Source: an optimization exercise on an open RTL-to-GDS flow (aim: small area, a short achievable clock period and few clock cycles). Production flows keep margins and buffers that such runs may drop.
The RTL was checked by simulation tests, not by an equivalence proof against the original design.
No activity file was given, so power comes from the tool's default toggle rates.

==> flow/design.v (excerpt) <==
module link_bridge (
    input  logic        i_clk,
    input  logic        i_rst,
    input  logic        wb_cyc_i,
    input  logic        wb_stb_i,
    input  logic        wb_we_i,
    input  logic [1:0]  wb_sel_i,
    input  logic [23:0] wb_adr_i,
    input  logic [15:0] wb_dat_i,
    input  logic        wb_burst4_i,
    input  logic        wb_burst8_i,
    output logic [15:0] wb_dat_o,
    output logic        wb_ack_o,
    output logic        wb_err_o,
    output logic        link_dir_o
);
    logic [15:0] mem [64];
    logic [2:0]  cnt;        
    logic        rd_act;     
    logic [7:0]  lo_q;
    logic [7:0]  hi_q;
    logic [1:0]  wsel_q;     
    logic [15:0] wdat_q;
    logic        beat;
    logic        first;
    logic [2:0]  last;
    logic        is_last;
    logic        hi_zero;
    logic        rin;        
    logic [7:0]  lo_dec;     
    logic [7:0]  hi_dec;
    logic [7:0]  nlo;        
    logic [7:0]  nhi;
    logic        nin;        
    logic [63:0] word_oh;
    logic [15:0] rdat;
    assign beat = wb_cyc_i & wb_stb_i;
  ...
Size in the first run: roughly 1100 flip-flops.
clock: 6.5 ns
lec_check: 0
cap_margin: 20
core_margin: 2
core_utilization: 60
cts_cluster_diameter: 80
cts_cluster_size: 25
setup_slack_margin: 4.3
slew_margin: 20
standard.sh (not shown) runs the stock make flow with config.mk's settings and CLKGATE_MAP_FILE= SYNTH_SCRIPT=/design/flow/synth_recipe.tcl, a recipe that flattens the netlist after the stock synthesis.
==> flow/flow/run.sh <==
#!/bin/bash
# The standard layout, with the port buffers made of plain buffers (which
# timing repair can resize) instead of delay cells.
set -euo pipefail
bash standard.sh synth > synth.log 2>&1
bash standard.sh finish 'BUFFER_PORTS_ARGS=-buffer_cell sky130_fd_sc_hd__buf_2' > layout.log 2>&1
The baseline went through all stages and came out clean.
Testbench counts at the start, summed over its fixed seeds: cycles 15,650.
Then changed:
==> flow/run.sh (new file) <==
#!/bin/bash
# synth_recipe.tcl (not shown) runs the flow's synth.tcl, then flattens the netlist and writes it again
# the make line also repeats each setting of config.mk as NAME=value (left out here)
make -C /OpenROAD-flow-scripts/flow DESIGN_CONFIG=/design/flow/config.mk WORK_HOME=/design/flow/orfs CLKGATE_MAP_FILE= SYNTH_SCRIPT=/design/flow/synth_recipe.tcl finish
Settings changed: CORE_UTILIZATION 60 to 75, PLACE_DENSITY set to 0.85.
removed: flow/flow/run.sh
removed: flow/standard.sh
Outcome: Design area barely changes; wire length is lower by 0.46%; maximum frequency is higher by 2.0%.
Then changed:
Settings changed: CORE_UTILIZATION 75 to 60, PLACE_DENSITY 0.85 to not set.
=> The changed run produced a clean layout. Cell area rises by 0.46%. Die area grows by 25%. Core utilization went down by 16 points. Synthesized cell count stays the same. Non-clock buffer count climbs by 1.

Starting RTL as in the previous note.
// link_bridge
module link_bridge (
    input  logic        i_clk,
    input  logic        i_rst,
    input  logic        wb_cyc_i,
    input  logic        wb_stb_i,
    input  logic        wb_we_i,
    input  logic [1:0]  wb_sel_i,
    input  logic [23:0] wb_adr_i,
    input  logic [15:0] wb_dat_i,
    input  logic        wb_burst4_i,
    input  logic        wb_burst8_i,
    output logic [15:0] wb_dat_o,
    output logic        wb_ack_o,
    output logic        wb_err_o,
    output logic        link_dir_o
);
    logic [15:0] mem [64];
    logic [2:0]  cnt;        
    logic        rd_act;     
    logic [7:0]  lo_q;
    logic [7:0]  hi_q;
    logic [1:0]  wsel_q;     
    logic [15:0] wdat_q;
    logic        beat;
    logic        first;
    logic [2:0]  last;
    logic        is_last;
    logic        hi_zero;
    logic        rin;        
    logic [7:0]  lo_dec;     
    logic [7:0]  hi_dec;
    logic [7:0]  nlo;        
    logic [7:0]  nhi;
    logic        nin;        
    logic [63:0] word_oh;
    logic [15:0] rdat;
    assign beat = wb_cyc_i & wb_stb_i;
    assign first = (cnt == 3'd0);
    assign last = wb_burst8_i ? 3'd7 : (wb_burst4_i ? 3'd3 : 3'd0);
    assign is_last = (cnt == last);
    assign hi_zero = (wb_adr_i[23:6] == 18'd0);
    assign rin = |hi_q;
    assign nlo = {lo_q[6:0], lo_q[7]};
    assign nhi = lo_q[7] ? {hi_q[6:0], 1'b0} : hi_q;
    assign nin = |nhi;
    always_comb begin
        for (int j = 0; j < 8; j++) begin
  ...
==> flow/config.mk <==
export PLATFORM = sky130hd
export DESIGN_NAME = link_bridge
export DESIGN_NICKNAME = link_bridge
export VERILOG_FILES = /design/flow/design.v
export SDC_FILE = /design/flow/constraint.sdc
export NUM_CORES = 4
export LEC_CHECK = 0
export CAP_MARGIN = 20
export CORE_MARGIN = 2
export CORE_UTILIZATION = 60
export CTS_CLUSTER_DIAMETER = 50
export CTS_CLUSTER_SIZE = 16
export SETUP_SLACK_MARGIN = 4.3
export SLEW_MARGIN = 20
==> flow/constraint.sdc <==
create_clock -name core_clock -period 6.5 [get_ports {i_clk}]
set_input_delay 1.3000 -clock core_clock [delete_from_list [all_inputs] [get_ports {i_clk}]]
set_output_delay 1.3000 -clock core_clock [all_outputs]
set_load 0.01 [all_outputs]
run.sh (not shown) runs the stock make flow with config.mk's settings and CLKGATE_MAP_FILE= SYNTH_SCRIPT=/design/flow/synth_recipe.tcl, a recipe that flattens the netlist after the stock synthesis.
Stock flow here: none of the scripts above is used.
Testbench counts at the start, summed over its fixed seeds: cycles 15,650.
Edit:
==> flow/flow/run.sh (new file) <==
#!/bin/bash
# The standard layout, with the port buffers made of plain buffers (which
# timing repair can resize) instead of delay cells.
set -euo pipefail
bash standard.sh synth > synth.log 2>&1
bash standard.sh finish 'BUFFER_PORTS_ARGS=-buffer_cell sky130_fd_sc_hd__buf_2' > layout.log 2>&1
==> flow/standard.sh (new file) <==
#!/bin/bash
# synth_recipe.tcl (not shown) runs the flow's synth.tcl, then flattens the netlist and writes it again
# the make line also repeats each setting of config.mk as NAME=value (left out here)
make -C /OpenROAD-flow-scripts/flow DESIGN_CONFIG=/design/flow/config.mk WORK_HOME=/design/flow/orfs CLKGATE_MAP_FILE= SYNTH_SCRIPT=/design/flow/synth_recipe.tcl "${@:-finish}"
Settings changed: CORE_UTILIZATION 60 to 50, CTS_CLUSTER_DIAMETER 50 to 80, CTS_CLUSTER_SIZE 16 to 25, SETUP_SLACK_MARGIN 4.3 to 4.1.
removed: flow/run.sh
=>
- The changed run produced a clean layout
- final area shrinks by a few percent
- power fell by roughly a tenth
- maximum frequency is lower slightly
- worst setup slack degrades by 21 ps
- cell count is higher by a few percent
- area after synthesis is unchanged
- hold slack hardly moves
- non-clock buffer count came out lower by 1
Edit:
==> flow/run.sh (new file) <==
#!/bin/bash
# synth_recipe.tcl (not shown) runs the flow's synth.tcl, then flattens the netlist and writes it again
# the make line also repeats each setting of config.mk as NAME=value (left out here)
make -C /OpenROAD-flow-scripts/flow DESIGN_CONFIG=/design/flow/config.mk WORK_HOME=/design/flow/orfs CLKGATE_MAP_FILE= SYNTH_SCRIPT=/design/flow/synth_recipe.tcl finish
removed: flow/flow/run.sh
removed: flow/standard.sh
Outcome:
- The new run passed the timing, design-rule and antenna checks
- via count came out lower by 0.65%
- maximum frequency came out higher by 0.56%
- worst hold slack gets better by 4.2 ps

port drivers added, routing unchanged:
The results above use ideal ports. As a check the final layouts listed here were re-extracted and re-timed, cells and wires unchanged. Step 1 assumes that a clkbuf_16 drives the clock port and a buf_2 every other input. Step 2 times the ports against the registers' clock, not the clock port: input delays grow and output delays shrink by t, the midpoint of the rising clock arrivals with the driver on. Three values: no drivers, after step 1, after step 2; two values: the first two.
| run | shift t [ns] | slack for setup (ns) | worst setup path at the end | clock arrival spread, ns | worst slew at a driven data input, ns |
|---|---|---|---|---|---|
| the first run of note 1 | 0.694 | 4.019 / 3.951 / 3.750 | input to register | 0.023 / 0.022 | 0.06 |
| the second run of note 1 | 0.694 | 4.067 / 4.002 / 3.644 | input to register | 0.023 / 0.023 | 0.05 |
| the third run of note 1 | 0.695 | 4.082 / 4.015 / 3.673 | input to register | 0.031 / 0.031 | 0.05 |
| the first run of note 2 | 0.704 | 4.083 / 4.018 / 3.671 | input to register | 0.024 / 0.024 | 0.05 |
| the second run of note 2 | 0.696 | 4.061 / 3.993 / 3.711 | input to register | 0.041 / 0.041 | 0.06 |
| the third run of note 2 | 0.694 | 4.075 / 4.008 / 3.537 | input to register | 0.026 / 0.026 | 0.05 |
After both steps every run listed still meets setup and hold. For the third run of note 2, which loses most, drivers alone change the setup slack by -0.067 ns; drivers and shift together by -0.538 ns.
